This is an optimization exercise on Yosys and OpenROAD, whose aim is small area, a short achievable clock period and few clock cycles, not a production implementation. RTL that was checked went through simulation tests only; none was proved equivalent to the original. Function not checked in runs 1 and 2: the RTL went through the layout flow alone. No activity file was given, so power comes from the tool's default toggle rates.

==> flow/design.v, too long to show whole: its modules and the start of the top module <==
// module kenc: 29 lines
// module mac_pp_rows: 661 lines
// module mac_rows2: 102 lines
// module cnn_layer_top: 303 lines
module cnn_layer_top (
    input  wire                   CLK,
    input  wire                   reset_i,
    input  wire                   start_i,
    output logic                  done_o,
    output logic                  wb_cyc_o,
    output logic                  wb_stb_o,
    output logic                  wb_we_o,
    output cnn_pkg::addr_t        wb_adr_o,
    output cnn_pkg::pixel_t       wb_dat_o,
    input  wire cnn_pkg::pixel_t  wb_dat_i,
    input  wire                   wb_ack_i
);
  // ...
==> flow/flow/run.sh <==
#!/bin/bash
# Layout flow: the standard ORFS flow, with two changes that leave the
# clock period and constraints as they are: timing repair aims at a setup
# slack of 7.3 ns, and the port buffers are buf_4 cells.
set -euo pipefail
bash standard.sh SETUP_SLACK_MARGIN=7.3 "BUFFER_PORTS_ARGS=-buffer_cell sky130_fd_sc_hd__buf_4" finish > standard.log 2>&1
==> flow/standard.sh <==
#!/bin/bash
# synth_recipe.tcl (not shown) runs the flow's synth.tcl, then flattens the netlist and writes it again
# the make line also repeats each setting of config.mk as NAME=value (left out here)
make -C /OpenROAD-flow-scripts/flow DESIGN_CONFIG=/design/flow/config.mk WORK_HOME=/design/flow/orfs CLKGATE_MAP_FILE= SYNTH_SCRIPT=/design/flow/synth_recipe.tcl "${@:-finish}"
==> flow/config.mk <==
export PLATFORM = sky130hd
export DESIGN_NAME = cnn_layer_top
export DESIGN_NICKNAME = cnn_layer_top
export VERILOG_FILES = /design/flow/design.v
export SDC_FILE = /design/flow/constraint.sdc
export NUM_CORES = 4
export LEC_CHECK = 0
export CAP_MARGIN = 20
export CORE_MARGIN = 2
export CORE_UTILIZATION = 40
export CTS_CLUSTER_DIAMETER = 120
export CTS_CLUSTER_SIZE = 25
export SLEW_MARGIN = 20
==> flow/constraint.sdc <==
create_clock -name core_clock -period 11.0 [get_ports {CLK}]
set_input_delay 2.2000 -clock core_clock [delete_from_list [all_inputs] [get_ports {CLK}]]
set_output_delay 2.2000 -clock core_clock [all_outputs]
set_load 0.01 [all_outputs]
==> reports/summary.txt, run 1 <==
endpoint of the worst-slack reg-to-reg timing path -> r1_q[56]$_DFF_P_
launch point of the worst hold path -> ad_q[0]$_DFF_P_
final hold slack -> 0.343 ns
reg2reg path depth -> 8
largest fanout on the critical path -> 6
die width -> 310 µm
outcome -> timing/DRC/antenna clean
relative slew slack -> 29.3%
detailed-routing iteration count for the pre-antenna-repair pass -> 8
IO Pins -> 56
final weighted congestion in routability-driven placement -> 0.917
dominant combinational cell family by area after synthesis -> adder cells
effective utilization at floorplan -> 40.3%
clock sink total -> 784
count of input and output buffers -> 46
synthesis-to-finish area growth -> 9.48%
Psw -> 4.56 mW
transition time at the pin with the least slew margin -> 1.06 ns
Yosys warnings -> 20
async set or reset register ratio after synthesis -> 0%
netlist area before placement -> 0.0375 mm²
Synth Area in Adders -> 13.0%
CP required -> 11.50 ns
top achievable clock speed -> 274 MHz
portion of synthesized cell area occupied by the leading cell type -> 47.3%
number of vias per cell -> 5.37
cts-stage hold buffer count -> 0
critical path data arrival time -> 4.15 ns
n_taps -> 1254
worst-case clock skew -> 0.0298 ns
==> run 2, diff against run 1 <==
==> flow/flow/run.sh (replaced) <==
#!/bin/bash
# Layout flow: the standard ORFS flow, with two changes that leave the
# clock period and constraints as they are: timing repair aims at a setup
# slack of 7.1 ns, and the port buffers are buf_4 cells.
set -euo pipefail
bash standard.sh SETUP_SLACK_MARGIN=7.1 "BUFFER_PORTS_ARGS=-buffer_cell sky130_fd_sc_hd__buf_4" finish > standard.log 2>&1
==> run 2 against run 1 <==
- still clean
- worst hold slack better by 0.012 ns
- core utilization shrank 0.69 points
- sequential share of layout area increased by 0.74 points
- clock skew is 0.0046 ns lower
- combinational power down 5.4%
- synthesized area is the same
- synthesized cell count unchanged
==> reports/summary.txt, run 2 <==
worst setup margin -> 7.18 ns (was 7.35 ns)
Yosys warnings -> 20 (unchanged)
flip-flop count of the largest register, all copies and words added -> 144 (unchanged)
antenna violations before repair -> 0 (was 1)
combined flip-flop and latch cell area -> 0.0216 mm² (was 0.0217 mm²)
sequential area share after synthesis -> 57.6% (unchanged)
portion of synthesized cell area occupied by the leading cell type -> 47.3% (unchanged)
Leak Pwr -> 14.7 nW (was 14.9 nW)
final critical delay including setup and external delays -> 3.82 ns (was 3.65 ns)
async set or reset register ratio after synthesis -> 0% (unchanged)
CTS tree -> done (unchanged)
final weighted congestion in routability-driven placement -> 0.941 (was 0.917)
setup repair after global routing missed its margin -> true (unchanged)
wire length of the first global-routing pass -> 136000 µm (was 139000 µm)
final setup vio count -> 0 (unchanged)
maximum number of pins on one net before global-route repair -> 97 (unchanged)
vias in the first global route -> 21900 (was 22200)
synthesized instance count -> 2812 (unchanged)
top cell types by occurrence after synthesis -> edfxtp_1, a22oi_1, dfxtp_1 (unchanged)
worst path cell trace -> fa_1 -> inv_1 -> fa_1 -> inv_1 -> ha_1 -> a21o_1 -> a21oi_1 -> o21ai_1 -> a41oi_1 -> xnor2_1 -> buf_4 -> nand2_1 -> and3_1 -> nor3_1 (was a22oi_2 -> xor2_1 -> fa_2 -> fa_1 -> fa_1 -> inv_1 -> fa_1 -> fa_1)
synthesis-to-finish area growth -> 7.77% (was 9.48%)
DR WL/cell -> 22.2 µm (was 22.3 µm)
outcome -> timing/DRC/antenna clean (unchanged)
number of enable-type register cells in the synthesized netlist -> 590 (unchanged)
number of inserted filler cells in the final layout -> 8539 (was 8492)
critical path data arrival time -> 4.26 ns (was 4.15 ns)
slack of the worst reg-to-reg path -> 7.18 ns (was 7.35 ns)
count leader, synth -> edfxtp_1 (unchanged)
Fin Setup TNS -> 0 ns (unchanged)
leading registers by flop count -> kq x144, f1_q x128, f2_q x128 (unchanged)
most frequent cells in the layout -> edfxtp_1, a22oi_1, dfxtp_1 (was edfxtp_1, a22oi_1, xnor2_1)
Max stage delay on crit path -> 0.54 ns (was 0.57 ns)
maximum buffer depth of the clock tree -> 3 (unchanged)
Post-Place Worst Slack -> 7.06 ns (was 6.83 ns)
largest fanout on the critical path -> 4 (was 6)
count of input and output buffers -> 46 (unchanged)
standard cell with the maximum stage delay on the critical path -> fa_1 (was edfxtp_1)
clock transition at the registers of the reported paths -> 0.10 ns (about the same)
main flop type after synthesis -> edfxtp_1 (unchanged)
cts-stage hold buffer count -> 0 (unchanged)
worst-case clock skew -> 0.0252 ns (was 0.0298 ns)
IO Pins -> 56 (unchanged)
number of cells on the worst hold path -> 0 (unchanged)
overall via count from detail_route -> 21900 (was 22200)
clock buffer count from CTS -> 37 (unchanged)
class of the worst hold path -> flop to flop (unchanged)
max capacitance violation total -> 0 (unchanged)
startpoint kind of the worst setup timing path -> flop (unchanged)
reg2reg path depth -> 14 (was 8)
total wirelength of the detailed-routed design -> 90500 µm (was 91800 µm)
Peak supply drop -> 0.000452 V (was 0.000462 V)
relative slew slack -> 28.2% (was 29.3%)
top achievable clock speed -> 262 MHz (was 274 MHz)
number of levels the H-tree was split into -> 2 (unchanged)
netlist area before placement -> 0.0375 mm² (unchanged)
count of cell types in the netlist -> 72 (unchanged)
ant diodes -> 0 (was 2)
final period utilization -> 34.7% (was 33.2%)
placeable core region -> 0.0930 mm² (unchanged)
number of routed nets with antenna violations -> 0 (unchanged)
type of element capturing the critical path -> flop (unchanged)
critical path's top delay family -> adder cells (unchanged)
CP required -> 11.44 ns (was 11.50 ns)
number of max-slew violations in the final report -> 0 (unchanged)
global router's overall resource usage -> 18.7% (was 19.1%)
Skew-Pair Late Insertion Delay -> 0.63 ns (was 0.64 ns)
register with the most flip-flops -> kq (unchanged)
height of the chip -> 310 µm (unchanged)
# DRC -> 0 (unchanged)
Power Density -> 274 mW/mm² (was 277 mW/mm²)
proportion of layout cells with a drive suffix above 1 -> 7.34% (was 11.2%)
buffering stage count on the worst path with inverters included -> 3 (was 1)
Remaining Overflow, GRT -> 0 (unchanged)
Final Hold Fails -> 0 (unchanged)
Synth area leaders -> edfxtp_1, dfxtp_1, fa_1 (unchanged)
standard-cell rows -> 112 (unchanged)
first-iteration detailed-routing DRC count -> 2215 (was 2031)
Die Area -> 0.0962 mm² (unchanged)
commonest non-fill, non-tap cell in the layout -> edfxtp_1 (unchanged)
Stages on worst setup path -> 14 (was 8)
HPWL reported at the end of detailed placement -> 64500 µm (was 64600 µm)
effective utilization at floorplan -> 40.3% (unchanged)
number of nets in the final layout -> 3112 (was 3147)
area leader, netlist -> edfxtp_1 (unchanged)
area of combinational cells with multiple inputs -> 0.0147 mm² (was 0.0149 mm²)
class of the most critical setup path -> flop to flop (unchanged)
register bit total from synthesis -> 784 (unchanged)
clock root buffer -> clkbuf_16 (unchanged)
clock sink total -> 784 (unchanged)
die width -> 310 µm (unchanged)
detailed-routing iteration count for the pre-antenna-repair pass -> 6 (was 8)
number of vias per cell -> 5.35 (was 5.37)
transition time at the pin with the least slew margin -> 1.08 ns (was 1.06 ns)
average footprint of a synthesized cell -> 13.3 µm² (unchanged)
## run 2: changes by cell type in the layout (fill, tap and decap cells not counted), moves of 5 or more
cell,before,now
a22oi_1,209,227
a22oi_2,19,1
buf_4,132,101
dfxtp_1,158,185
dfxtp_2,31,6
inv_1,166,171
inv_2,9,4
xnor2_1,169,174
## run 2: what timing repair did
item,CTS,global route
endpoints found under the setup margin,10,35
buffers inserted,2,21
gates cloned,0,0
pin swaps,0,2
hold endpoints to repair,0,0
gates resized for setup,2,16
## run 2: cell families after synthesis
kind of cell / Yosys count / share of synthesized area [%]
AND/OR/NAND/NOR: 404 / 4.94
buffers and inverters: 335 / 3.54
XOR/XNOR: 313 / 7.31
other: 1 / 0.0100
adder cells (fa/ha/maj): 290 / 13.0
AO/OA/AOI/OAI: 565 / 10.2
flip-flops: 784 / 57.6
multiplexers: 120 / 3.32
## run 2: final timing paths
check | start | endpoint
max | r1_q[4]$_DFF_P_ | dat_q[7]$_DFFE_PP_
max reg2reg | r1_q[4]$_DFF_P_ | dat_q[7]$_DFFE_PP_
min | ad_q[0]$_DFF_P_ | r1_q[1]$_DFF_P_
min reg2reg | ad_q[0]$_DFF_P_ | r1_q[1]$_DFF_P_
## run 2: final cells by class
cell class                 instances  area share [%]
tap                             1254            3.88
inverter                         177            1.65
sequential                       784            53.5
clock inverter                     4           0.204
multi-input combinational       1701            36.3
clock buffer                      64            2.57
timing repair buffer             102            1.90
## run 2: layer usage
layer | global-route usage, % | routed length (µm)
met1 | 27.3 | 41500
met2 | 29.2 | 41500
met3 | 2.84 | 5380
met4 | 4.94 | 2150
met5 | 0 | 0
## run 2: stage by stage
| stage | total power [mW] | area [µm²] | cells | utilization (%) | hold WS, ns |
|---|---|---|---|---|---|
| detailed placement | 9.37 | 39100 | 3995 | 42.0 | 0.312 |
| floorplan | 7.33 | 37500 | 2820 | - | 0.310 |
| CTS | 11.0 | 40200 | 4065 | 43.2 | 0.351 |
| global placement | 9.30 | 39100 | 3995 | 42.0 | 0.324 |
| global route | 11.9 | 40400 | 4086 | 43.4 | 0.358 |
| finish | 11.1 | 40400 | 4086 | 43.4 | 0.355 |
## run 2: report_power, final
group	total, mW	leakage [nW]	switching (mW)	internal, mW
combinational	5.48	7.19	3.31	2.17
sequential	3.99	6.96	0.190	3.80
clock	1.60	0.529	0.938	0.667
==> module cnn_layer_top, before the edit <==
module cnn_layer_top (
    input  wire                   CLK,
    input  wire                   reset_i,
    input  wire                   start_i,
    output logic                  done_o,
    output logic                  wb_cyc_o,
    output logic                  wb_stb_o,
    output logic                  wb_we_o,
    output cnn_pkg::addr_t        wb_adr_o,
    output cnn_pkg::pixel_t       wb_dat_o,
    input  wire cnn_pkg::pixel_t  wb_dat_i,
    input  wire                   wb_ack_i
);
    typedef logic [15:0] w16_t;
    function automatic w16_t smax(input w16_t a, input w16_t b);
        smax = ($signed(a) > $signed(b)) ? a : b;
    endfunction
    function automatic w16_t add16(input w16_t a, input w16_t b);
        logic [15:0] g, p, gn, pn;
        g = a & b;
        p = a ^ b;
        for (int d = 1; d < 16; d = d * 2) begin
            gn = g;
            pn = p;
            for (int i = d; i < 16; i++) begin
                gn[i] = g[i] | (p[i] & g[i-d]);
                pn[i] = p[i] & p[i-d];
            end
            g = gn;
            p = pn;
        end
        add16 = (a ^ b) ^ {g[14:0], 1'b0};
    endfunction
    logic        busy_q;
    logic        done_q;
    logic        cyc_q;
    logic        we_q;
    logic [6:0]  adr_q;
    w16_t        dat_q;
    logic        kst_q;
    logic [3:0]  lr_q;
    logic [3:0]  lc_q;
    logic        rd_done_q;
    logic        cur_k_q;      
    logic        cur_st_q;     
    logic        cur_s3_q;     
    logic        cur_w_q;      
    logic [1:0]  cur_row_q;    
    logic        rd_ack_w;     
    logic        kv_q;         
    w16_t        kq [0:8];
    w16_t        p0_q, p1_q, p2_q;
    logic [2:0]  seq_q;        
    logic [7:0]  ko_q [0:2], kw_q [0:2], kn_q [0:2];
    logic [63:0] r1_q;        
    logic [2:0]  a2_q;         
    w16_t        f1_q [0:7];
    w16_t        f2_q [0:7];
    w16_t        out_q;
    logic [2:0]  or_q, oc_q;   
    logic        ov_q;
    w16_t        hm_q;
    w16_t        pm_q [0:3];
    logic [3:0]  pa_q;         
    logic [6:0]  ra_q;         
    w16_t        ad_q;         
    logic        c_pend_q, p_pend_q;
    logic [4:0]  sh_q;
    logic free_w;
    logic launch_c, launch_p, launch_r, launch_any;
    logic rd_ok;
    logic [2:0] sh_cnt;
    assign free_w = !cyc_q || wb_ack_i;
    assign rd_ack_w = cyc_q && wb_ack_i && !we_q;
    w16_t m_w, pr_w, x_q;
    assign m_w  = smax(hm_q, out_q);
    assign pr_w = smax(x_q, out_q);
    logic [2:0] or_n, oc_n;
    assign oc_n = oc_q + 3'd1;
    assign or_n = (oc_q == 3'd7) ? or_q + 3'd1 : or_q;
    always_comb begin
        sh_cnt = 3'(sh_q[0]) + 3'(sh_q[1]);
    end
    logic c_now_w, p_now_w, c_avail_w, p_avail_w;
    assign c_now_w   = a2_q[2] && (or_n[2] || oc_n[2]);
    assign p_now_w   = ov_q && oc_q[0] && or_q[0];
    assign c_avail_w = c_pend_q || c_now_w;
    assign p_avail_w = p_pend_q || p_now_w;
    logic rd_base_w, defer_w;
    assign rd_base_w = busy_q && !rd_done_q && !(cyc_q && cur_s3_q) && (sh_cnt <= 3'd1);
    always_comb begin
        defer_w = 1'b0;
        if (rd_base_w && !seq_q[2]) begin
            if (c_now_w && !c_pend_q && !p_avail_w)                  defer_w = 1'b1;
            if (c_pend_q && !c_now_w && !a2_q[2] && !p_avail_w)      defer_w = 1'b1;
            if (p_avail_w && !(p_pend_q && p_now_w) && !c_avail_w &&
                !a2_q[2] && !ov_q)                                   defer_w = 1'b1;
        end
    end
    assign rd_ok    = rd_base_w && ((!c_avail_w && !p_avail_w) || defer_w);
    assign launch_c = busy_q && c_avail_w && !defer_w;
    assign launch_p = busy_q && !c_avail_w && p_avail_w && !defer_w;
    assign launch_r = rd_ok;
    assign launch_any = launch_c || launch_p || launch_r;
    function automatic logic [6:0] img_adr(input logic [2:0] r, input logic [2:0] c);
        img_adr = 7'(18) + {1'b0, r, 3'b000} + {3'b000, r, 1'b0} + {4'b0000, c};
    endfunction
    logic [6:0] ca_w, cn_w, pn_w, pa_w;
    assign ca_w = img_adr(or_q, oc_q);
    assign cn_w = img_adr(or_n, oc_n);
    assign pn_w = img_adr({1'b0, or_q[2:1]}, {1'b0, oc_q[2:1]});
    assign pa_w = img_adr({1'b0, pa_q[3:2]}, {1'b0, pa_q[1:0]});
    logic [6:0] nxt_adr_w;
    always_comb begin
        if (launch_c)      nxt_adr_w = c_pend_q ? ca_w : cn_w;
        else if (launch_p) nxt_adr_w = p_pend_q ? pa_w : pn_w;
        else               nxt_adr_w = ra_q;
    end
    logic h2_w, h1_w, h0_w;
    assign h2_w = seq_q[2];
    assign h1_w = seq_q[1] && !seq_q[2];
    assign h0_w = seq_q[0] && !seq_q[1];
    logic [2:0] seq_d;
    always_comb begin
        if (rd_ack_w && !cur_k_q && cur_st_q)
            seq_d = (cur_row_q == 2'd0) ? 3'b001 : (cur_row_q == 2'd1) ? 3'b011 : 3'b111;
        else
            seq_d = {1'b0, seq_q[2:1]};
    end
    w16_t kn_w [0:2];
    logic [7:0] ko_w [0:2], kw_w [0:2], kg_w [0:2];
    logic [2:0] ksel_w;
    always_comb begin
        if (seq_q[2:1] != 2'b00)
            ksel_w = {1'b0, seq_q[2:1]};
        else
            ksel_w = (cur_row_q == 2'd0) ? 3'b001 : (cur_row_q == 2'd1) ? 3'b011 : 3'b111;
        if (ksel_w[2]) begin
            kn_w[0] = kq[2]; kn_w[1] = kq[1]; kn_w[2] = kq[0];
        end else if (ksel_w[1]) begin
            kn_w[0] = kq[5]; kn_w[1] = kq[4]; kn_w[2] = kq[3];
        end else begin
            kn_w[0] = kq[8]; kn_w[1] = kq[7]; kn_w[2] = kq[6];
        end
    end
    kenc kenc0 (.k(kn_w[0]), .one(ko_w[0]), .two(kw_w[0]), .neg(kg_w[0]));
    kenc kenc1 (.k(kn_w[1]), .one(ko_w[1]), .two(kw_w[1]), .neg(kg_w[1]));
    kenc kenc2 (.k(kn_w[2]), .one(ko_w[2]), .two(kw_w[2]), .neg(kg_w[2]));
    logic [63:0] r1_w;
    mac_pp_rows mac_pp_rows_inst (
        .one0(ko_q[0]), .two0(kw_q[0]), .neg0(kn_q[0]),
        .one1(ko_q[1]), .two1(kw_q[1]), .neg1(kn_q[1]),
        .one2(ko_q[2]), .two2(kw_q[2]), .neg2(kn_q[2]),
        .p0(p2_q), .p1(p1_q), .p2(p0_q),
        .ad(ad_q),
        .rows(r1_w)
    );
    w16_t sum_w, sa_w, sb_w;
    always_comb begin
    end
    mac_rows2 mac_rows2_inst (
        .rows(r1_q),
        .sa(sa_w), .sb(sb_w)
    );
    assign sum_w = add16(sa_w, sb_w);
    logic fin_w;
    assign fin_w = busy_q && rd_done_q && cyc_q && we_q && wb_ack_i && !launch_any &&
                   (seq_q == 3'b000) && (a2_q == 3'b000) &&
                   !ov_q &&
                   !c_pend_q && !p_pend_q;
    always_ff @(posedge CLK) begin
        if (reset_i) begin
            busy_q    <= 1'b0;
            done_q    <= 1'b0;
            cyc_q     <= 1'b0;
            we_q      <= 1'b0;
            cur_s3_q  <= 1'b0;
            cur_w_q   <= 1'b0;
            seq_q     <= 3'b000;
            a2_q      <= 3'b000;
            ov_q      <= 1'b0;
            c_pend_q  <= 1'b0;
            p_pend_q  <= 1'b0;
            sh_q      <= '0;
            rd_done_q <= 1'b0;
        end else begin
            done_q <= fin_w;
            if (fin_w) busy_q <= 1'b0;
            if (!busy_q && !done_q && start_i) begin
                busy_q    <= 1'b1;
                cyc_q     <= 1'b1;
                we_q      <= 1'b0;
                kst_q     <= 1'b1;
                lr_q      <= 4'd0;
                lc_q      <= 4'd1;
                rd_done_q <= 1'b0;
                cur_k_q   <= 1'b1;
                cur_st_q  <= 1'b0;
                cur_s3_q  <= 1'b0;
                cur_w_q   <= 1'b0;
                cur_row_q <= 2'd0;
                or_q      <= 3'd7;
                oc_q      <= 3'd7;
                ra_q      <= 7'd1;
                sh_q      <= '0;
            end else if (busy_q) begin
                sh_q <= {sh_q[3:0], cyc_q && wb_ack_i && cur_w_q};
                if (free_w) begin
                    cyc_q <= launch_any;
                    we_q  <= launch_c || launch_p;
                    if (launch_r) begin
                        ra_q      <= (ra_q == 7'd8) ? 7'(18) : ra_q + 7'd1;
                        cur_k_q   <= kst_q;
                        cur_st_q  <= !kst_q && (lc_q >= 4'd2);
                        cur_s3_q  <= !kst_q && (lc_q >= 4'd2) && (lr_q >= 4'd2);
                        cur_w_q   <= !kst_q && (lc_q >= 4'd2) && (lr_q >= 4'd2) &&
                                     ((lr_q >= 4'd6) || (lc_q >= 4'd6) || (lr_q[0] && lc_q[0]));
                        cur_row_q <= (lr_q == 4'd0) ? 2'd0 : (lr_q == 4'd1) ? 2'd1 : 2'd2;
                        if (kst_q) begin
                            if (lc_q == 4'd8) begin
                                kst_q <= 1'b0;
                                lc_q  <= 4'd0;
                            end else begin
                                lc_q <= lc_q + 4'd1;
                            end
                        end else if (lc_q == 4'd9) begin
                            lc_q <= 4'd0;
                            lr_q <= lr_q + 4'd1;
                            if (lr_q == 4'd9) rd_done_q <= 1'b1;
                        end else begin
                            lc_q <= lc_q + 4'd1;
                        end
                    end else begin
                        cur_s3_q <= 1'b0;
                        cur_w_q  <= 1'b0;
                    end
                end
            end
            seq_q <= seq_d;
            a2_q  <= {h2_w, h1_w, h0_w};
            ov_q <= a2_q[2];
            if (a2_q[2]) begin
                or_q <= or_n;
                oc_q <= oc_n;
            end
            if (free_w && launch_c) c_pend_q <= c_pend_q && c_now_w;
            else if (c_now_w)       c_pend_q <= 1'b1;
            if (free_w && launch_p) p_pend_q <= p_pend_q && p_now_w;
            else if (p_now_w)       p_pend_q <= 1'b1;
        end
    end
    always_ff @(posedge CLK) begin
        if (free_w && launch_any) begin
            adr_q <= nxt_adr_w;
            if (launch_c) dat_q <= c_pend_q ? out_q : sum_w;
            else          dat_q <= p_pend_q ? pm_q[3] : pr_w;
        end
        if (!busy_q && !done_q && start_i) begin
            adr_q <= 7'd0;
        end
        if (rd_ack_w) begin
            p0_q <= wb_dat_i;
            p1_q <= p0_q;
            p2_q <= p1_q;
        end
        kv_q <= rd_ack_w && cur_k_q;
        if (kv_q) begin
            kq[0] <= p0_q;
            for (int i = 1; i < 9; i++) kq[i] <= kq[i-1];
        end
        for (int j = 0; j < 3; j++) begin
            ko_q[j] <= ko_w[j];
            kw_q[j] <= kw_w[j];
            kn_q[j] <= kg_w[j];
        end
        r1_q <= r1_w;
        if (ksel_w[2])      ad_q <= f2_q[2'(a2_q[1]) + 2'(h1_w)];
        else if (ksel_w[1]) ad_q <= f1_q[2'(a2_q[0]) + 2'(h0_w)];
        else                ad_q <= '0;
        if (a2_q[2]) out_q <= sum_w;
        if (a2_q[1]) begin
            for (int i = 0; i < 7; i++) f2_q[i] <= f2_q[i+1];
            f2_q[7] <= sum_w;
        end
        if (a2_q[0]) begin
            for (int i = 0; i < 7; i++) f1_q[i] <= f1_q[i+1];
            f1_q[7] <= sum_w;
        end
        x_q <= smax(pm_q[0], hm_q);
        if (ov_q && !oc_q[0]) hm_q <= out_q;
        if (ov_q && oc_q[0]) begin
            for (int i = 0; i < 3; i++) pm_q[i] <= pm_q[i+1];
            pm_q[3] <= or_q[0] ? pr_w : m_w;
            if (or_q[0]) pa_q <= {or_q[2:1], oc_q[2:1]};
        end
    end
    assign done_o   = done_q;
    assign wb_cyc_o = cyc_q;
    assign wb_stb_o = cyc_q;
    assign wb_we_o  = we_q;
    assign wb_adr_o = {9'd0, adr_q};
    assign wb_dat_o = dat_q;
endmodule
==> run 3, diff against run 2 <==
--- a/flow/design.v
+++ b/flow/design.v
@@ -875,7 +875,6 @@
     w16_t        hm_q;
     w16_t        pm_q [0:3];
     logic [3:0]  pa_q;         
-    logic [6:0]  ra_q;         
     w16_t        ad_q;         
     logic        c_pend_q, p_pend_q;
     logic [4:0]  sh_q;
@@ -918,7 +917,9 @@
     function automatic logic [6:0] img_adr(input logic [2:0] r, input logic [2:0] c);
         img_adr = 7'(18) + {1'b0, r, 3'b000} + {3'b000, r, 1'b0} + {4'b0000, c};
     endfunction
-    logic [6:0] ca_w, cn_w, pn_w, pa_w;
+    logic [6:0] ca_w, cn_w, pn_w, pa_w, ra_w;
+    assign ra_w = kst_q ? {3'b000, lc_q}
+                        : 7'(18) + {lr_q, 3'b000} + {2'b00, lr_q, 1'b0} + {3'b000, lc_q};
     assign ca_w = img_adr(or_q, oc_q);
     assign cn_w = img_adr(or_n, oc_n);
     assign pn_w = img_adr({1'b0, or_q[2:1]}, {1'b0, oc_q[2:1]});
@@ -927,7 +928,7 @@
     always_comb begin
         if (launch_c)      nxt_adr_w = c_pend_q ? ca_w : cn_w;
         else if (launch_p) nxt_adr_w = p_pend_q ? pa_w : pn_w;
-        else               nxt_adr_w = ra_q;
+        else               nxt_adr_w = ra_w;
     end
     logic h2_w, h1_w, h0_w;
     assign h2_w = seq_q[2];
@@ -1014,7 +1015,6 @@
                 cur_row_q <= 2'd0;
                 or_q      <= 3'd7;
                 oc_q      <= 3'd7;
-                ra_q      <= 7'd1;
                 sh_q      <= '0;
             end else if (busy_q) begin
                 sh_q <= {sh_q[3:0], cyc_q && wb_ack_i && cur_w_q};
@@ -1022,7 +1022,6 @@
                     cyc_q <= launch_any;
                     we_q  <= launch_c || launch_p;
                     if (launch_r) begin
-                        ra_q      <= (ra_q == 7'd8) ? 7'(18) : ra_q + 7'd1;
                         cur_k_q   <= kst_q;
                         cur_st_q  <= !kst_q && (lc_q >= 4'd2);
                         cur_s3_q  <= !kst_q && (lc_q >= 4'd2) && (lr_q >= 4'd2);
==> flow/flow/run.sh (replaced) <==
#!/bin/bash
# Layout flow: the standard ORFS flow, with two changes that leave the
# clock period and constraints as they are: timing repair aims at a setup
# slack of 7.45 ns, and the port buffers are buf_4 cells.
set -euo pipefail
bash standard.sh SETUP_SLACK_MARGIN=7.45 "BUFFER_PORTS_ARGS=-buffer_cell sky130_fd_sc_hd__buf_4" finish > standard.log 2>&1
==> run 3 against run 2 <==
- total power up 13%
- clock power about the same
- synthesized cell count decreased by 0.89%
- critical path type unchanged
- critical endpoint is now r1_q[48]$_DFF_P_
- largest cell class unchanged
==> reports/summary.txt, run 3 <==
Power Density -> 303 mW/mm² (was 274 mW/mm²)
worst path cell trace -> a22oi_2 -> xnor2_2 -> fa_2 -> inv_1 -> fa_1 -> fa_1 -> inv_1 -> fa_2 -> fa_1 (was fa_1 -> inv_1 -> fa_1 -> inv_1 -> ha_1 -> a21o_1 -> a21oi_1 -> o21ai_1 -> a41oi_1 -> xnor2_1 -> buf_4 -> nand2_1 -> and3_1 -> nor3_1)
antenna violations before repair -> 2 (was 0)
number of inserted filler cells in the final layout -> 8361 (was 8539)
final setup vio count -> 0 (unchanged)
Remaining Overflow, GRT -> 0 (unchanged)
Leak Pwr -> 15.1 nW (was 14.7 nW)
critical path capture point -> r1_q[48]$_DFF_P_ (was dat_q[7]$_DFFE_PP_)
wire length of the first global-routing pass -> 140000 µm (was 136000 µm)
proportion of layout cells with a drive suffix above 1 -> 12.5% (was 7.34%)
async set or reset register ratio after synthesis -> 0% (unchanged)
count leader, synth -> edfxtp_1 (unchanged)
main flop type after synthesis -> edfxtp_1 (unchanged)
Overall Power -> 12.5 mW (was 11.1 mW)
portion of synthesized cell area occupied by the leading cell type -> 46.8% (was 47.3%)
number of levels the H-tree was split into -> 2 (unchanged)
maximum number of pins on one net before global-route repair -> 97 (unchanged)
count of input and output buffers -> 46 (unchanged)
final period utilization -> 33.2% (was 34.7%)
number of nets in the final layout -> 3145 (was 3112)
reg2reg path depth -> 9 (was 14)
standard cell with the maximum stage delay on the critical path -> edfxtp_1 (was fa_1)
critical path's top delay family -> adder cells (unchanged)
relative slew slack -> 23.7% (was 28.2%)
top achievable clock speed -> 274 MHz (was 262 MHz)
Fin Setup TNS -> 0 ns (unchanged)
most frequent cells in the layout -> edfxtp_1, a22oi_1, inv_1 (was edfxtp_1, a22oi_1, dfxtp_1)
sequential area share after synthesis -> 57.2% (was 57.6%)
cts-stage hold buffer count -> 0 (unchanged)
leading registers by flop count -> kq x144, f1_q x128, f2_q x128 (unchanged)
outcome -> timing/DRC/antenna clean (unchanged)
register bit total from synthesis -> 777 (was 784)
clock sink total -> 777 (was 784)
flip-flop count of the largest register, all copies and words added -> 144 (unchanged)
register with the most flip-flops -> kq (unchanged)
setup repair after global routing missed its margin -> true (unchanged)
class of the most critical setup path -> flop to flop (unchanged)
top cell types by occurrence after synthesis -> edfxtp_1, a22oi_1, dfxtp_1 (unchanged)
# DRC -> 0 (unchanged)
slack of the worst reg-to-reg path -> 7.34 ns (was 7.18 ns)
IO Pins -> 56 (unchanged)
area leader, netlist -> edfxtp_1 (unchanged)
Max stage delay on crit path -> 0.56 ns (was 0.54 ns)
class of the worst hold path -> flop to flop (unchanged)
HPWL reported at the end of detailed placement -> 64700 µm (was 64500 µm)
clock buffer count from CTS -> 37 (unchanged)
Yosys warnings -> 20 (unchanged)
ant diodes -> 0 (unchanged)
netlist area before placement -> 0.0374 mm² (was 0.0375 mm²)
critical path data arrival time -> 4.12 ns (was 4.26 ns)
worst-case clock skew -> 0.0367 ns (was 0.0252 ns)
overall via count from detail_route -> 22000 (was 21900)
die width -> 310 µm (about the same)
max capacitance violation total -> 0 (unchanged)
Die Area -> 0.0959 mm² (was 0.0962 mm²)
Crit. Startpoint -> p2_q[9]$_DFFE_PP_ (was r1_q[4]$_DFF_P_)
count of cell types in the netlist -> 69 (was 72)
largest fanout on the critical path -> 7 (was 4)
Peak supply drop -> 0.000476 V (was 0.000452 V)
final hold slack -> 0.331 ns (was 0.355 ns)
number of max-slew violations in the final report -> 0 (unchanged)
commonest non-fill, non-tap cell in the layout -> edfxtp_1 (unchanged)
vias in the first global route -> 22100 (was 21900)
Stages on worst setup path -> 9 (was 14)
DR WL/cell -> 22.7 µm (was 22.2 µm)
Critical Path Most Common Cell -> fa_1
endpoint of the worst-slack reg-to-reg timing path -> r1_q[48]$_DFF_P_ (was dat_q[7]$_DFFE_PP_)
Synth area leaders -> edfxtp_1, dfxtp_1, fa_1 (unchanged)
number of enable-type register cells in the synthesized netlist -> 583 (was 590)
Skew-Pair Late Insertion Delay -> 0.62 ns (was 0.63 ns)
placeable core region -> 0.0929 mm² (was 0.0930 mm²)
buffering stage count on the worst path with inverters included -> 2 (was 3)
first-iteration detailed-routing DRC count -> 1872 (was 2215)
total wirelength of the detailed-routed design -> 93200 µm (was 90500 µm)
startpoint kind of the worst setup timing path -> flop (unchanged)
global router's overall resource usage -> 19.3% (was 18.7%)
detailed-routing iteration count for the pre-antenna-repair pass -> 8 (was 6)
standard-cell rows -> 112 (unchanged)
clock root buffer -> clkbuf_16 (unchanged)
transition time at the pin with the least slew margin -> 1.14 ns (was 1.08 ns)
number of vias per cell -> 5.35 (about the same)
synthesis-to-finish area growth -> 10.2% (was 7.77%)
maximum buffer depth of the clock tree -> 3 (unchanged)
synthesized instance count -> 2787 (was 2812)
clock transition at the registers of the reported paths -> 0.11 ns (was 0.10 ns)
final weighted congestion in routability-driven placement -> 0.910 (was 0.941)
type of element capturing the critical path -> flop (unchanged)
effective utilization at floorplan -> 40.2% (was 40.3%)
height of the chip -> 310 µm (about the same)
Final Hold Fails -> 0 (unchanged)
CP required -> 11.47 ns (was 11.44 ns)
CTS tree -> done (unchanged)
worst reg2reg startpoint -> p2_q[9]$_DFFE_PP_ (was r1_q[4]$_DFF_P_)
number of routed nets with antenna violations -> 0 (unchanged)
average footprint of a synthesized cell -> 13.4 µm² (was 13.3 µm²)
final critical delay including setup and external delays -> 3.66 ns (was 3.82 ns)
## run 3: changes by cell type in the layout (fill, tap and decap cells not counted), sizes merged, moves of 6 or more
cell | previous run | this run
buf | 102 | 152
edfxtp | 590 | 583
mux2i | 85 | 115
a21oi | 77 | 91
nor2 | 116 | 100
a221oi | 0 | 10
o21ai | 111 | 97
nor3 | 23 | 17
mux2 | 35 | 20
and3 | 7 | 1
nand2 | 151 | 127
## run 3: per-layer routing
metal  share of wire [%]  vias to the layer above  global-route usage (%)
li1                    -                    10000                       -
met1                  46                    11200                    28.8
met2                  46                      652                    30.2
met3                 5.9                      109                    2.55
met4                 1.8                        2                    3.90
met5               0.012                        -                       0
## run 3: cells by family after synthesis
group / count (synthesis) / share of synthesized area, %
AOI/OAI and AO/OA: 563 / 10.2
xor gates and xnor gates: 314 / 7.36
adders and majority gates: 297 / 13.3
buffers and inverters: 340 / 3.68
DFF: 777 / 57.2
muxes: 135 / 3.68
other: 1 / 0.0100
and+or+nand+nor: 360 / 4.54
## run 3: stage by stage
step,util (%),cell area [µm²],setup slack (ns),std cells
6_report,44.3,41200,7.34,4111
5_1_grt,44.3,41200,7.26,4111
4_1_cts,44.0,40800,7.34,4095
3_5_place_dp,41.8,38900,6.86,3958
3_3_place_gp,41.8,38900,6.89,3958
2_1_floorplan,-,37500,7.38,2795
## run 3: power by group
group | internal (mW) | switching (mW)
Combinational | 2.92 | 3.91
Sequential | 3.81 | 0.226
Clock | 0.669 | 0.937
## run 3: worst min-delay path by stage
stage,start,endpoint,slack (ns),depth (start not counted)
2_1_floorplan,ad_q[0]$_DFF_P_,r1_q[1]$_DFF_P_,0.31,0
3_3_place_gp,ad_q[0]$_DFF_P_,r1_q[1]$_DFF_P_,0.32,0
3_5_place_dp,ad_q[1]$_DFF_P_,r1_q[4]$_DFF_P_,0.32,0
4_1_cts,ad_q[1]$_DFF_P_,r1_q[4]$_DFF_P_,0.33,0
5_1_grt,ad_q[1]$_DFF_P_,r1_q[4]$_DFF_P_,0.34,0
6_report,ad_q[1]$_DFF_P_,r1_q[4]$_DFF_P_,0.33,0
## run 3: what timing repair did
action	in CTS	in global routing
gates cloned	1	1
pin swaps	34	27
hold endpoints to repair	0	0
setup endpoints to repair	88	64
gates resized for setup	81	55
buffers inserted	69	15
## run 3: cell type report
cell class,instances,area (µm²),area share [%]
clock buffers,62,1040,2.52
clock inverters,5,82.6,0.200
inverters,181,683,1.66
multi-input cells,1679,15100,36.7
flip-flops and latches,777,21500,52.1
well taps,1254,1570,3.81
repair buffers,152,1220,2.97
repair inverters,1,5.00,0.0121
Testbench counts of run 3, summed over its fixed seeds: cycles 11,552.
==> run 4, diff against run 3 <==
==> flow/flow/run.sh (replaced) <==
#!/bin/bash
# Layout flow: the standard ORFS flow, with two changes that leave the
# clock period and constraints as they are: timing repair aims at a setup
# slack of 7.3 ns, and the port buffers are buf_4 cells.
set -euo pipefail
bash standard.sh SETUP_SLACK_MARGIN=7.3 "BUFFER_PORTS_ARGS=-buffer_cell sky130_fd_sc_hd__buf_4" finish > standard.log 2>&1
--- a/flow/config.mk
+++ b/flow/config.mk
@@ -10,4 +10,5 @@
 export CORE_UTILIZATION = 40
 export CTS_CLUSTER_DIAMETER = 120
 export CTS_CLUSTER_SIZE = 25
+export GPL_TIMING_DRIVEN = 1
 export SLEW_MARGIN = 20
==> run 4 against run 3 <==
- still clean on timing, DRC and antenna
- non-clock buffer count decreased by 22
- register-to-register slack about the same
- combinational power decreased by 4.5%
- critical endpoint is now r1_q[56]$_DFF_P_
- largest cell class unchanged
- largest power group unchanged
- highest routed layer unchanged
==> reports/summary.txt, run 4 <==
outcome -> timing/DRC/antenna clean (unchanged)
Switching Share -> 41.1% (was 40.7%)
number of levels the H-tree was split into -> 2 (unchanged)
top cell types by occurrence after synthesis -> edfxtp_1, a22oi_1, dfxtp_1 (unchanged)
standard cell with the maximum stage delay on the critical path -> edfxtp_1 (unchanged)
total cell area at the placement stage -> 0.0388 mm² (was 0.0389 mm²)
number of max-slew violations in the final report -> 0 (unchanged)
register bit total from synthesis -> 777 (unchanged)
vias in the first global route -> 21700 (was 22100)
antenna violations before repair -> 1 (was 2)
commonest non-fill, non-tap cell in the layout -> edfxtp_1 (unchanged)
count of cell types in the netlist -> 69 (unchanged)
clock root buffer -> clkbuf_16 (unchanged)
share of power burned in combinational logic -> 53.5% (was 54.7%)
final setup vio count -> 0 (unchanged)
Synth area leaders -> edfxtp_1, dfxtp_1, fa_1 (unchanged)
clock share of power -> 13.2% (was 12.9%)
class of the most critical setup path -> flop to flop (unchanged)
async set or reset register ratio after synthesis -> 0% (unchanged)
standard-cell rows -> 112 (unchanged)
maximum buffer depth of the clock tree -> 3 (unchanged)
Reg power frac -> 33.3% (was 32.4%)
Remaining Overflow, GRT -> 0 (unchanged)
Leak Pwr -> 14.9 nW (was 15.1 nW)
DR WL/cell -> 22.7 µm (about the same)
Die Area -> 0.0959 mm² (unchanged)
# DRC -> 0 (unchanged)
height of the chip -> 310 µm (unchanged)
relative slew slack -> 29.2% (was 23.7%)
worst path cell trace -> a22oi_2 -> xnor2_1 -> fa_1 -> fa_1 -> inv_1 -> fa_1 -> fa_1 -> inv_1 -> fa_1 (was a22oi_2 -> xnor2_2 -> fa_2 -> inv_1 -> fa_1 -> fa_1 -> inv_1 -> fa_2 -> fa_1)
most frequent cells in the layout -> edfxtp_1, a22oi_1, inv_1 (unchanged)
final weighted congestion in routability-driven placement -> 0.904 (was 0.910)
critical path data arrival time -> 4.19 ns (was 4.12 ns)
HPWL reported at the end of detailed placement -> 64300 µm (was 64700 µm)
number of vias per cell -> 5.36 (was 5.35)
portion of synthesized cell area occupied by the leading cell type -> 46.8% (unchanged)
first-iteration detailed-routing DRC count -> 2074 (was 1872)
overall via count from detail_route -> 21900 (was 22000)
wire length of the first global-routing pass -> 138000 µm (was 140000 µm)
die width -> 310 µm (unchanged)
Yosys warnings -> 20 (unchanged)
transition time at the pin with the least slew margin -> 1.06 ns (was 1.14 ns)
type of element capturing the critical path -> flop (unchanged)
synthesized instance count -> 2787 (unchanged)
count of input and output buffers -> 46 (unchanged)
Power Density -> 298 mW/mm² (was 303 mW/mm²)
netlist area before placement -> 0.0374 mm² (unchanged)
register with the most flip-flops -> kq (unchanged)
clock buffer count from CTS -> 37 (unchanged)
number of routed nets with antenna violations -> 0 (unchanged)
Overall Power -> 12.2 mW (was 12.5 mW)
detailed-routing iteration count for the pre-antenna-repair pass -> 6 (was 8)
leading registers by flop count -> kq x144, f1_q x128, f2_q x128 (unchanged)
IO Pins -> 56 (unchanged)
total wirelength of the detailed-routed design -> 92800 µm (was 93200 µm)
count leader, synth -> edfxtp_1 (unchanged)
ant diodes -> 0 (unchanged)
final period utilization -> 33.2% (about the same)
Skew-Pair Late Insertion Delay -> 0.62 ns (about the same)
global router's overall resource usage -> 19.0% (was 19.3%)
CP required -> 11.53 ns (was 11.47 ns)
maximum number of pins on one net before global-route repair -> 97 (unchanged)
setup repair after global routing missed its margin -> true (unchanged)
area leader, netlist -> edfxtp_1 (unchanged)
effective utilization at floorplan -> 40.2% (unchanged)
clock transition at the registers of the reported paths -> 0.11 ns (about the same)
proportion of layout cells with a drive suffix above 1 -> 10.9% (was 12.5%)
CTS tree -> done (unchanged)
main flop type after synthesis -> edfxtp_1 (unchanged)
Max stage delay on crit path -> 0.61 ns (was 0.56 ns)
average footprint of a synthesized cell -> 13.4 µm² (unchanged)
Final Hold Fails -> 0 (unchanged)
flip-flop count of the largest register, all copies and words added -> 144 (unchanged)
Fin Setup TNS -> 0 ns (unchanged)
Peak supply drop -> 0.000485 V (was 0.000476 V)
final critical delay including setup and external delays -> 3.65 ns (was 3.66 ns)
startpoint kind of the worst setup timing path -> flop (unchanged)
worst-case clock skew -> 0.0390 ns (was 0.0367 ns)
class of the worst hold path -> flop to flop (unchanged)
number of enable-type register cells in the synthesized netlist -> 583 (unchanged)
max capacitance violation total -> 0 (unchanged)
clock sink total -> 777 (unchanged)
largest fanout on the critical path -> 8 (was 7)
number of nets in the final layout -> 3123 (was 3145)
number of inserted filler cells in the final layout -> 8397 (was 8361)
top achievable clock speed -> 274 MHz (about the same)
sequential area share after synthesis -> 57.2% (unchanged)
synthesis-to-finish area growth -> 9.14% (was 10.2%)
Internal -> 7.16 mW (was 7.40 mW)
Critical Path Most Common Cell -> fa_1 (unchanged)
Psw -> 5.00 mW (was 5.07 mW)
placeable core region -> 0.0929 mm² (unchanged)
fin area -> 0.0408 mm² (was 0.0412 mm²)
run 4: critical path, delay by kind of cell (launching register included):
family / cells / cell delay [ns]
AOI/OAI and AO/OA: 1 / 0.15
buffers and inverters: 2 / 0.10
DFF: 1 / 0.61
adders and majority gates: 5 / 2.48
xor gates and xnor gates: 1 / 0.24
run 4: what timing repair did:
| action | CTS | global route |
|---|---|---|
| endpoints found under the setup margin | 65 | 65 |
| pin swaps | 3 | 29 |
| cloned | 0 | 2 |
| hold buffers | 0 | 0 |
| setup buffers | 38 | 26 |
| resized for setup | 41 | 58 |
run 4: power by group through the flow:
stage	Combinational [mW]	Sequential [mW]	Clock, mW
final	6.51	4.05	1.60
after floorplan	3.58	3.97	0
after CTS	6.29	4.05	1.65
after global placement	5.63	4.12	0
after global routing	7.19	4.07	1.74
after detailed placement	5.71	4.12	0
run 4: worst paths after layout:
check                                       start                to  slack, ns  cells after the start
worst max-delay path            p2_q[8]$_DFFE_PP_  r1_q[56]$_DFF_P_       7.35                      9
worst min-delay path              ad_q[1]$_DFF_P_   r1_q[4]$_DFF_P_       0.36                      0
worst max register to register  p2_q[8]$_DFFE_PP_  r1_q[56]$_DFF_P_       7.35                      9
worst min register to register    ad_q[1]$_DFF_P_   r1_q[4]$_DFF_P_       0.36                      0
run 4: area by class of cell:
cell class                      count  area [µm²]  share of cell area (%)
Sequential cell                   777       21500                    52.6
Multi-Input combinational cell   1679       15000                    36.7
Tap cell                         1254        1570                    3.84
Clock buffer                       62        1020                    2.50
Timing Repair Buffer              130        1020                    2.50
Inverter                          181         683                    1.67
Clock inverter                      6        92.6                   0.227
Timing Repair inverter              1        5.00                  0.0123
run 4: kinds of logic after synthesis:
kind of cell / share of synthesized area, %
AO/OA/AOI/OAI: 10.2
AND/OR/NAND/NOR: 4.54
XOR/XNOR: 7.36
buffers and inverters: 3.68
other: 0.0100
flip-flops: 57.2
multiplexers: 3.68
adder cells (fa/ha/maj): 13.3
run 4: through the flow:
step	hold slack [ns]	setup WS, ns	std cells	utilization, %
after floorplan	0.310	7.31	2795	-
after global placement	0.324	6.96	3956	41.8
after detailed placement	0.324	6.92	3956	41.8
after CTS	0.357	7.26	4062	43.4
after global routing	0.361	7.23	4090	43.9
final	0.356	7.35	4090	43.9
run 4: per-layer routing:
metal  track usage (%)  wire length (µm)  up-vias
li1                  -                 -     9965
met1              28.5             42700    11100
met2              29.1             42300      717
met3              2.75              5810      122
met4              4.63              2070        2
met5                 0                13        -
==> run 5, diff against run 4 <==
--- a/flow/config.mk
+++ b/flow/config.mk
@@ -7,8 +7,7 @@
 export LEC_CHECK = 0
 export CAP_MARGIN = 20
 export CORE_MARGIN = 2
-export CORE_UTILIZATION = 40
+export CORE_UTILIZATION = 50
 export CTS_CLUSTER_DIAMETER = 120
 export CTS_CLUSTER_SIZE = 25
-export GPL_TIMING_DRIVEN = 1
 export SLEW_MARGIN = 20
==> run 5 against run 4 <==
- still clean
- non-clock buffer count unchanged
- sequential share of layout area up 0.57 points
- global-route usage up 4.8 points
- via count down 0.36%
- worst hold slack worse by 0.019 ns
- fmax down 1.1%
- register-to-register slack worse by 0.04 ns
- first-iteration DRC count up 15%
- total power down 6.2%
- die area down 20%
- critical endpoint is now r1_q[52]$_DFF_P_
==> reports/summary.txt, run 5 <==
share of power burned in combinational logic -> 50.7% (was 53.5%)
type of element capturing the critical path -> flop (unchanged)
maximum number of pins on one net before global-route repair -> 93 (was 97)
flip-flop count of the largest register, all copies and words added -> 144 (unchanged)
vias in the first global route -> 21700 (about the same)
maximum buffer depth of the clock tree -> 3 (unchanged)
setup repair after global routing missed its margin -> true (unchanged)
Reg power frac -> 35.4% (was 33.3%)
number of max-slew violations in the final report -> 0 (unchanged)
Post-Place Cells -> 3674 (was 3956)
final cell count without fillers -> 3804 (was 4090)
total wirelength of the detailed-routed design -> 92000 µm (was 92800 µm)
global router's overall resource usage -> 23.8% (was 19.0%)
clock share of power -> 13.9% (was 13.2%)
first-iteration detailed-routing DRC count -> 2394 (was 2074)
transition time at the pin with the least slew margin -> 1.08 ns (was 1.06 ns)
final critical delay including setup and external delays -> 3.69 ns (was 3.65 ns)
synthesized instance count -> 2787 (unchanged)
Synth Area in Adders -> 13.3% (unchanged)
proportion of layout cells with a drive suffix above 1 -> 10.3% (was 10.9%)
fraction of synthesized area in multiplexers -> 3.68% (unchanged)
final setup vio count -> 0 (unchanged)
Switching Share -> 39.6% (was 41.1%)
height of the chip -> 277 µm (was 310 µm)
Skew-Pair Late Insertion Delay -> 0.62 ns (about the same)
Die Area -> 0.0770 mm² (was 0.0959 mm²)
worst reg2reg startpoint -> p1_q[10]$_DFFE_PP_ (was p2_q[8]$_DFFE_PP_)
# DRC -> 0 (unchanged)
top cell types by occurrence after synthesis -> edfxtp_1, a22oi_1, dfxtp_1 (unchanged)
netlist area before placement -> 0.0374 mm² (unchanged)
register with the most flip-flops -> kq (unchanged)
clock root buffer -> clkbuf_16 (unchanged)
die width -> 277 µm (was 310 µm)
Fin Setup TNS -> 0 ns (unchanged)
parity-gate share of the synthesized area counting xor and xnor cells -> 7.36% (unchanged)
most frequent cells in the layout -> edfxtp_1, a22oi_1, inv_1 (unchanged)
final weighted congestion in routability-driven placement -> 0.914 (was 0.904)
ant diodes -> 0 (unchanged)
HPWL reported at the end of detailed placement -> 65300 µm (was 64300 µm)
class of the worst hold path -> flop to flop (unchanged)
commonest non-fill, non-tap cell in the layout -> edfxtp_1 (unchanged)
register bit total from synthesis -> 777 (unchanged)
Crit. Startpoint -> p1_q[10]$_DFFE_PP_ (was p2_q[8]$_DFFE_PP_)
clock transition at the registers of the reported paths -> 0.10 ns (was 0.11 ns)
count of cell types in the netlist -> 69 (unchanged)
Final Hold Fails -> 0 (unchanged)
Leak Pwr -> 14.9 nW (about the same)
dominant combinational cell family by area after synthesis -> adder cells (unchanged)
worst setup margin -> 7.31 ns (was 7.35 ns)
final hold slack -> 0.337 ns (was 0.356 ns)
outcome -> timing/DRC/antenna clean (unchanged)
number of routed nets with antenna violations -> 0 (unchanged)
number of enable-type register cells in the synthesized netlist -> 583 (unchanged)
average footprint of a synthesized cell -> 13.4 µm² (unchanged)
CTS tree -> done (unchanged)
max capacitance violation total -> 0 (unchanged)
Power Density -> 283 mW/mm² (was 298 mW/mm²)
relative slew slack -> 26.9% (was 29.2%)
class of the most critical setup path -> flop to flop (unchanged)
launch point of the worst hold path -> ad_q[0]$_DFF_P_ (was ad_q[1]$_DFF_P_)
wire length of the first global-routing pass -> 138000 µm (about the same)
Synth Area in Compound Gates -> 10.2% (unchanged)
standard-cell rows -> 100 (was 112)
synthesized-area fraction occupied by and/or/nand/nor cells -> 4.54% (unchanged)
IO Pins -> 56 (unchanged)
critical path data arrival time -> 4.24 ns (was 4.19 ns)
CP required -> 11.54 ns (was 11.53 ns)
Remaining Overflow, GRT -> 0 (unchanged)
Internal -> 6.89 mW (was 7.16 mW)
effective utilization at floorplan -> 50.4% (was 40.2%)
count leader, synth -> edfxtp_1 (unchanged)
Overall Power -> 11.4 mW (was 12.2 mW)
clock buffer count from CTS -> 37 (unchanged)
Post-Place Worst Slack -> 6.93 ns (was 6.92 ns)
Psw -> 4.52 mW (was 5.00 mW)
main flop type after synthesis -> edfxtp_1 (unchanged)
Peak supply drop -> 0.000560 V (was 0.000485 V)
portion of synthesized cell area occupied by the leading cell type -> 46.8% (unchanged)
async set or reset register ratio after synthesis -> 0% (unchanged)
number of vias per cell -> 5.74 (was 5.36)
overall via count from detail_route -> 21800 (was 21900)
sequential area share after synthesis -> 57.2% (unchanged)
number of levels the H-tree was split into -> 2 (unchanged)
worst-case clock skew -> 0.0346 ns (was 0.0390 ns)
synthesis-to-finish area growth -> 7.92% (was 9.14%)
Yosys warnings -> 20 (unchanged)
largest fanout on the critical path -> 7 (was 8)
leading registers by flop count -> kq x144, f1_q x128, f2_q x128 (unchanged)
number of nets in the final layout -> 3122 (was 3123)
clock sink total -> 777 (unchanged)
top achievable clock speed -> 271 MHz (was 274 MHz)
detailed-routing iteration count for the pre-antenna-repair pass -> 6 (unchanged)
placeable core region -> 0.0742 mm² (was 0.0929 mm²)
DR WL/cell -> 24.2 µm (was 22.7 µm)
count of input and output buffers -> 46 (unchanged)
antenna violations before repair -> 5 (was 1)
area leader, netlist -> edfxtp_1 (unchanged)
Synth area leaders -> edfxtp_1, dfxtp_1, fa_1 (unchanged)
final period utilization -> 33.6% (was 33.2%)
startpoint kind of the worst setup timing path -> flop (unchanged)
==> run 5: cells by family (layout without fill, tap and decap cells) <==
family / after synthesis / in the layout
flops: 777 / 777
compound gates: 563 / 563
simple gates: 360 / 360
buf+inv: 340 / 380
xor+xnor: 314 / 314
fa+ha+maj: 297 / 297
mux: 135 / 135
other cells: 1 / 9
==> run 5: area by class of cell <==
class / count / area, µm²
repair inverters: 1 / 5.00
clock buffers: 63 / 1030
inverters: 181 / 683
repair buffers: 130 / 1020
well taps: 969 / 1210
multi-input cells: 1678 / 14900
clock inverters: 5 / 61.3
flip-flops and latches: 777 / 21400
fillers: 6197 / 33800
==> run 5: worst paths after layout <==
path | to | slack [ns] | cells past startpoint
worst min-delay path | r1_q[1]$_DFF_P_ | 0.34 | 0
worst min register to register | r1_q[1]$_DFF_P_ | 0.34 | 0
worst max register to register | r1_q[52]$_DFF_P_ | 7.31 | 8
worst max-delay path | r1_q[52]$_DFF_P_ | 7.31 | 8
==> run 5: per-stage QoR <==
stage	utilization (%)	cell area [µm²]
after floorplan	-	37400
after CTS	53.8	39900
after detailed placement	51.9	38500
final	54.4	40400
after global routing	54.4	40400
after global placement	51.9	38500
==> run 5: layer usage <==
metal  track usage (%)  wire length (µm)  vias to the layer above  share of wire, %
met1              37.2             43700                    11100                48
met2              34.8             40100                      706                44
met3              4.17              6410                      103               7.0
met4              4.93              1700                        2               1.9
met5                 0                13                        -             0.014
li1                  -                 -                     9950                 -
==> run 5: critical path, stage by stage (launching register included) <==
cell      delay [ns]
edfxtp_1        0.56
a22oi_1         0.27
xor2_1          0.29
fa_1            0.49
fa_1            0.48
fa_1            0.49
inv_1           0.05
fa_1            0.47
fa_1            0.54
==> run 5: power groups by stage <==
| stage | combinational [mW] | sequential, mW | clock [mW] |
|---|---|---|---|
| after floorplan | 3.58 | 3.97 | 0 |
| after global placement | 5.20 | 4.11 | 0 |
| after detailed placement | 5.30 | 4.11 | 0 |
| after CTS | 5.56 | 4.04 | 1.64 |
| after global routing | 6.43 | 4.06 | 1.73 |
| final | 5.79 | 4.04 | 1.58 |
==> run 5: what timing repair did <==
action | 4_1_cts | 5_1_grt
hold buffers | 0 | 0
pin swaps | 3 | 20
setup endpoints to repair | 23 | 33
hold endpoints to repair | 0 | 0
cloned | 0 | 1
buffers inserted | 32 | 29
resized for setup | 31 | 44
==> run 6, diff against run 5 <==
--- a/flow/config.mk
+++ b/flow/config.mk
@@ -7,7 +7,8 @@
 export LEC_CHECK = 0
 export CAP_MARGIN = 20
 export CORE_MARGIN = 2
-export CORE_UTILIZATION = 50
+export CORE_UTILIZATION = 40
 export CTS_CLUSTER_DIAMETER = 120
 export CTS_CLUSTER_SIZE = 25
+export PLACE_DENSITY = 0.7
 export SLEW_MARGIN = 20
==> run 6 against run 5 <==
- global-route usage shrank 6.1 points
- final cell count grew 7.4%
- synthesized area is the same
- critical path depth is the same
- clock skew grew 0.0062 ns
==> reports/summary.txt, run 6 <==
count leader, synth -> edfxtp_1 (unchanged)
number of vias per cell -> 5.29 (was 5.74)
IO Pins -> 56 (unchanged)
sequential area share after synthesis -> 57.2% (unchanged)
flip-flop count of the largest register, all copies and words added -> 144 (unchanged)
Peak supply drop -> 0.000451 V (was 0.000560 V)
final critical delay including setup and external delays -> 3.68 ns (was 3.69 ns)
number of levels the H-tree was split into -> 2 (unchanged)
synthesis-to-finish area growth -> 8.65% (was 7.92%)
final period utilization -> 33.5% (was 33.6%)
register bit total from synthesis -> 777 (unchanged)
Synth area leaders -> edfxtp_1, dfxtp_1, fa_1 (unchanged)
class of the most critical setup path -> flop to flop (unchanged)
Skew-Pair Late Insertion Delay -> 0.62 ns (about the same)
die width -> 310 µm (was 277 µm)
async set or reset register ratio after synthesis -> 0% (unchanged)
main flop type after synthesis -> edfxtp_1 (unchanged)
worst-case clock skew -> 0.0408 ns (was 0.0346 ns)
class of the worst hold path -> flop to flop (unchanged)
number of inserted filler cells in the final layout -> 8375 (was 6197)
count of cell types in the netlist -> 69 (unchanged)
maximum buffer depth of the clock tree -> 3 (unchanged)
transition time at the pin with the least slew margin -> 1.06 ns (was 1.08 ns)
synthesized instance count -> 2787 (unchanged)
number of nets in the final layout -> 3116 (was 3122)
combined flip-flop and latch cell area -> 0.0214 mm² (about the same)
wire length of the first global-routing pass -> 129000 µm (was 138000 µm)
register with the most flip-flops -> kq (unchanged)
max capacitance violation total -> 0 (unchanged)
cts-stage hold buffer count -> 0 (unchanged)
first-iteration detailed-routing DRC count -> 2331 (was 2394)
global router's overall resource usage -> 17.7% (was 23.8%)
clock buffer count from CTS -> 37 (unchanged)
Final Util -> 43.7% (was 54.4%)
total wirelength of the detailed-routed design -> 85900 µm (was 92000 µm)
number of enable-type register cells in the synthesized netlist -> 583 (unchanged)
antenna violations before repair -> 1 (was 5)
# DRC -> 0 (unchanged)
area of combinational cells with multiple inputs -> 0.0148 mm² (was 0.0149 mm²)
clock sink total -> 777 (unchanged)
top achievable clock speed -> 272 MHz (was 271 MHz)
count of input and output buffers -> 46 (unchanged)
netlist area before placement -> 0.0374 mm² (unchanged)
area leader, netlist -> edfxtp_1 (unchanged)
Yosys warnings -> 20 (unchanged)
portion of synthesized cell area occupied by the leading cell type -> 46.8% (unchanged)
CP required -> 11.54 ns (about the same)
top cell types by occurrence after synthesis -> edfxtp_1, a22oi_1, dfxtp_1 (unchanged)
Leak Pwr -> 14.9 nW (about the same)
Power Density -> 278 mW/mm² (was 283 mW/mm²)
placeable core region -> 0.0929 mm² (was 0.0742 mm²)
standard-cell rows -> 112 (was 100)
clock root buffer -> clkbuf_16 (unchanged)
Die Area -> 0.0959 mm² (was 0.0770 mm²)
critical path data arrival time -> 4.22 ns (was 4.24 ns)
type of element capturing the critical path -> flop (unchanged)
number of max-slew violations in the final report -> 0 (unchanged)
height of the chip -> 310 µm (was 277 µm)
average footprint of a synthesized cell -> 13.4 µm² (unchanged)
clock transition at the registers of the reported paths -> 0.10 ns (about the same)
startpoint kind of the worst setup timing path -> flop (unchanged)
largest fanout on the critical path -> 5 (was 7)
number of routed nets with antenna violations -> 0 (unchanged)
effective utilization at floorplan -> 40.2% (was 50.4%)
leading registers by flop count -> kq x144, f1_q x128, f2_q x128 (unchanged)
vias in the first global route -> 21300 (was 21700)
outcome -> timing/DRC/antenna clean (unchanged)
Final Hold Fails -> 0 (unchanged)
overall via count from detail_route -> 21600 (was 21800)
CTS tree -> done (unchanged)
final weighted congestion in routability-driven placement -> 0.924 (was 0.914)
proportion of layout cells with a drive suffix above 1 -> 9.61% (was 10.3%)
HPWL reported at the end of detailed placement -> 59600 µm (was 65300 µm)
most frequent cells in the layout -> edfxtp_1, a22oi_1, inv_1 (unchanged)
final setup vio count -> 0 (unchanged)
maximum number of pins on one net before global-route repair -> 97 (was 93)
setup repair after global routing missed its margin -> true (unchanged)
commonest non-fill, non-tap cell in the layout -> edfxtp_1 (unchanged)
Remaining Overflow, GRT -> 0 (unchanged)
detailed-routing iteration count for the pre-antenna-repair pass -> 6 (unchanged)
Fin Setup TNS -> 0 ns (unchanged)
DR WL/cell -> 21.0 µm (was 24.2 µm)
relative slew slack -> 29.5% (was 26.9%)
## run 6: cell counts after synthesis
No cell type changed its count.
## run 6: kinds of logic after synthesis
kind of cell    after synthesis  share of synthesized area (%)
compound gates              563                           10.2
xor+xnor                    314                           7.36
fa+ha+maj                   297                           13.3
buf+inv                     340                           3.68
flops                       777                           57.2
mux                         135                           3.68
other cells                   1                         0.0100
simple gates                360                           4.54
## run 6: report_power, final
| group | internal [mW] | switching (mW) | leakage, nW | total [mW] |
|---|---|---|---|---|
| clock network | 0.674 | 0.935 | 0.534 | 1.61 |
| logic | 2.37 | 3.30 | 7.45 | 5.67 |
| registers | 3.81 | 0.220 | 6.90 | 4.03 |
## run 6: what timing repair did
action	CTS	global route
pin swaps	2	13
setup endpoints to repair	17	32
cloned	0	1
gates resized for setup	20	40
setup buffers	30	25
## run 6: path summary, 6_finish.rpt
| path | startpoint | to | slack, ns | depth (start not counted) |
|---|---|---|---|---|
| min reg2reg | ad_q[1]$_DFF_P_ | r1_q[4]$_DFF_P_ | 0.35 | 0 |
| max reg2reg | p2_q[6]$_DFFE_PP_ | r1_q[52]$_DFF_P_ | 7.32 | 8 |
| min | ad_q[1]$_DFF_P_ | r1_q[4]$_DFF_P_ | 0.35 | 0 |
| max | p2_q[6]$_DFFE_PP_ | r1_q[52]$_DFF_P_ | 7.32 | 8 |
## run 6: per-layer routing
layer	global-route usage (%)	wire length [µm]	vias up
met4	4.95	2060	0
met3	4.74	7340	130
met5	0	0	-
met1	24.8	37600	10800
li1	-	-	9941
met2	27.1	38800	772
## run 6: area by class of cell
cell class / instances / area share [%]
clock inverter: 4 / 0.203
sequential: 777 / 52.8
clock buffer: 64 / 2.58
antenna: 1 / 0.00616
multi-input combinational: 1678 / 36.5
inverter: 181 / 1.68
timing repair inverter: 1 / 0.0123
tap: 1254 / 3.86
timing repair buffer: 124 / 2.36
## run 6: critical path, cell delays in order, from the launching register on
cell and delay [ns]:
edfxtp_1 0.55, a22oi_2 0.26, xor2_1 0.26, fa_1 0.48, fa_1 0.51, fa_1 0.49, inv_1 0.05, fa_1 0.48
fa_1 0.54
## run 6: through the flow
stage | instances | worst slack [ns] | instance area (µm²) | hold WS, ns | total power, mW
2_1_floorplan | 2795 | 7.31 | 37400 | 0.310 | 7.55
3_3_place_gp | 3959 | 7.07 | 38900 | 0.319 | 9.34
3_5_place_dp | 3959 | 6.97 | 38900 | 0.323 | 9.47
5_1_grt | 4083 | 7.20 | 40600 | 0.362 | 12.1
4_1_cts | 4057 | 7.31 | 40300 | 0.353 | 11.2
6_report | 4084 | 7.32 | 40600 | 0.353 | 11.3
==> run 7, diff against run 6 <==
--- a/flow/config.mk
+++ b/flow/config.mk
@@ -10,5 +10,5 @@
 export CORE_UTILIZATION = 40
 export CTS_CLUSTER_DIAMETER = 120
 export CTS_CLUSTER_SIZE = 25
-export PLACE_DENSITY = 0.7
 export SLEW_MARGIN = 20
+export TNS_END_PERCENT = 5
==> run 7 against run 6 <==
- register-to-register slack lost 0.06 ns
- first-iteration DRC count shrank 17%
- highest routed layer unchanged
- core utilization grew 0.081 points
- die area is the same
==> reports/summary.txt, run 7 <==
placeable core region -> 0.0929 mm² (unchanged)
Overall Power -> 11.6 mW (was 11.3 mW)
area leader, netlist -> edfxtp_1 (unchanged)
Final Hold Fails -> 0 (unchanged)
count of cell types in the netlist -> 69 (unchanged)
leading registers by flop count -> kq x144, f1_q x128, f2_q x128 (unchanged)
class of the most critical setup path -> flop to flop (unchanged)
clock share of power -> 13.8% (was 14.2%)
share of power burned in combinational logic -> 51.4% (was 50.1%)
max capacitance violation total -> 0 (unchanged)
synthesis-to-finish area growth -> 8.85% (was 8.65%)
Remaining Overflow, GRT -> 0 (unchanged)
CTS tree -> done (unchanged)
top cell types by occurrence after synthesis -> edfxtp_1, a22oi_1, dfxtp_1 (unchanged)
proportion of layout cells with a drive suffix above 1 -> 10.2% (was 9.61%)
Final Util -> 43.8% (was 43.7%)
flip-flop count of the largest register, all copies and words added -> 144 (unchanged)
Fin Setup TNS -> 0 ns (unchanged)
overall via count from detail_route -> 22000 (was 21600)
standard-cell rows -> 112 (unchanged)
clock buffer count from CTS -> 37 (unchanged)
startpoint kind of the worst setup timing path -> flop (unchanged)
sequential area share after synthesis -> 57.2% (unchanged)
number of routed nets with antenna violations -> 0 (unchanged)
count of input and output buffers -> 46 (unchanged)
outcome -> timing/DRC/antenna clean (unchanged)
Peak supply drop -> 0.000519 V (was 0.000451 V)
Power Density -> 286 mW/mm² (was 278 mW/mm²)
average footprint of a synthesized cell -> 13.4 µm² (unchanged)
reg2reg path depth -> 9 (was 8)
number of levels the H-tree was split into -> 2 (unchanged)
synthesized instance count -> 2787 (unchanged)
antenna violations before repair -> 2 (was 1)
clock sink total -> 777 (unchanged)
[run 7: power groups by stage]
| stage | registers (mW) | logic, mW | clock network (mW) |
|---|---|---|---|
| finish | 4.05 | 5.98 | 1.61 |
| global placement | 4.11 | 5.50 | 0 |
| floorplan | 3.97 | 3.58 | 0 |
| global route | 4.07 | 6.70 | 1.75 |
| CTS | 4.05 | 5.94 | 1.66 |
| detailed placement | 4.12 | 5.61 | 0 |
[run 7: area by class of cell]
type                            instances  share of cell area [%]
Timing Repair Buffer                  130                    2.43
Clock buffer                           63                    2.51
Multi-Input combinational cell       1679                    36.6
Sequential cell                       777                    52.7
Tap cell                             1254                    3.86
Clock inverter                          5                   0.221
Inverter                              181                    1.68
Timing Repair inverter                  1                  0.0123
[run 7: how the worst max path moves through the flow]
stage / start / endpoint / slack [ns] / cells past startpoint
after detailed placement: r1_q[4]$_DFF_P_ / dat_q[12]$_DFFE_PP_ / 6.80 / 13
after CTS: kn_q[0][0]$_DFF_P_ / r1_q[52]$_DFF_P_ / 7.05 / 8
after floorplan: oc_q[0]$_SDFFCE_PN1P_ / lr_q[0]$_SDFFCE_PP0P_ / 6.93 / 11
final: p2_q[4]$_DFFE_PP_ / r1_q[48]$_DFF_P_ / 7.26 / 9
after global placement: r1_q[4]$_DFF_P_ / dat_q[12]$_DFFE_PP_ / 6.82 / 13
after global routing: r1_q[4]$_DFF_P_ / dat_q[10]$_DFFE_PP_ / 7.11 / 13
[run 7: layer usage]
layer  track usage (%)  wire length (µm)  up-vias  share of wire (%)
met2              29.2             41600      742                 45
met3              3.59              6200      137                6.7
met1              27.7             42000    11100                 46
li1                  -                 -     9954                  -
met5                 0                 0        -                  0
met4              4.85              2200        0                2.4
[run 7: through the flow]
step | instances | setup slack (ns) | hold WS (ns) | instance area, µm²
after floorplan | 2795 | 6.93 | 0.310 | 37400
after global placement | 3956 | 6.82 | 0.322 | 38800
after detailed placement | 3956 | 6.80 | 0.315 | 38800
after CTS | 4028 | 7.05 | 0.353 | 40000
after global routing | 4090 | 7.11 | 0.358 | 40700
final | 4090 | 7.26 | 0.350 | 40700
[run 7: cell families (layout without fill, tap and decap cells)]
family	after synthesis	count (layout)	synth area share [%]
DFF	777	777	57.2
AOI/OAI and AO/OA	563	564	10.2
and+or+nand+nor	360	360	4.54
buffers and inverters	340	380	3.68
xor gates and xnor gates	314	314	7.36
adders and majority gates	297	297	13.3
muxes	135	135	3.68
other	1	9	0.0100
[run 7: critical path, cell delays in order, from the launching register on]
cell and delay (ns):
edfxtp_1 0.55, a22oi_1 0.26, xnor2_1 0.17, fa_1 0.48, fa_1 0.53, fa_1 0.55
inv_1 0.05, fa_1 0.53, inv_1 0.05, fa_1 0.44
[run 7: repair_timing]
action | in CTS | in global routing
pin swaps | 3 | 19
cloned | 1 | 1
endpoints found under the setup margin | 67 | 70
gates resized for setup | 7 | 69
hold endpoints to repair | 0 | 0
buffers inserted | 3 | 61

Re-timed with assumed drivers on the ports (clkbuf_16 on the clock, buf_2 on other inputs), run 7 has 7.260 ns of setup slack against 7.260 ns with ideal ports, and 6.936 ns once port delays also move by the mid clock arrival of 0.679 ns.
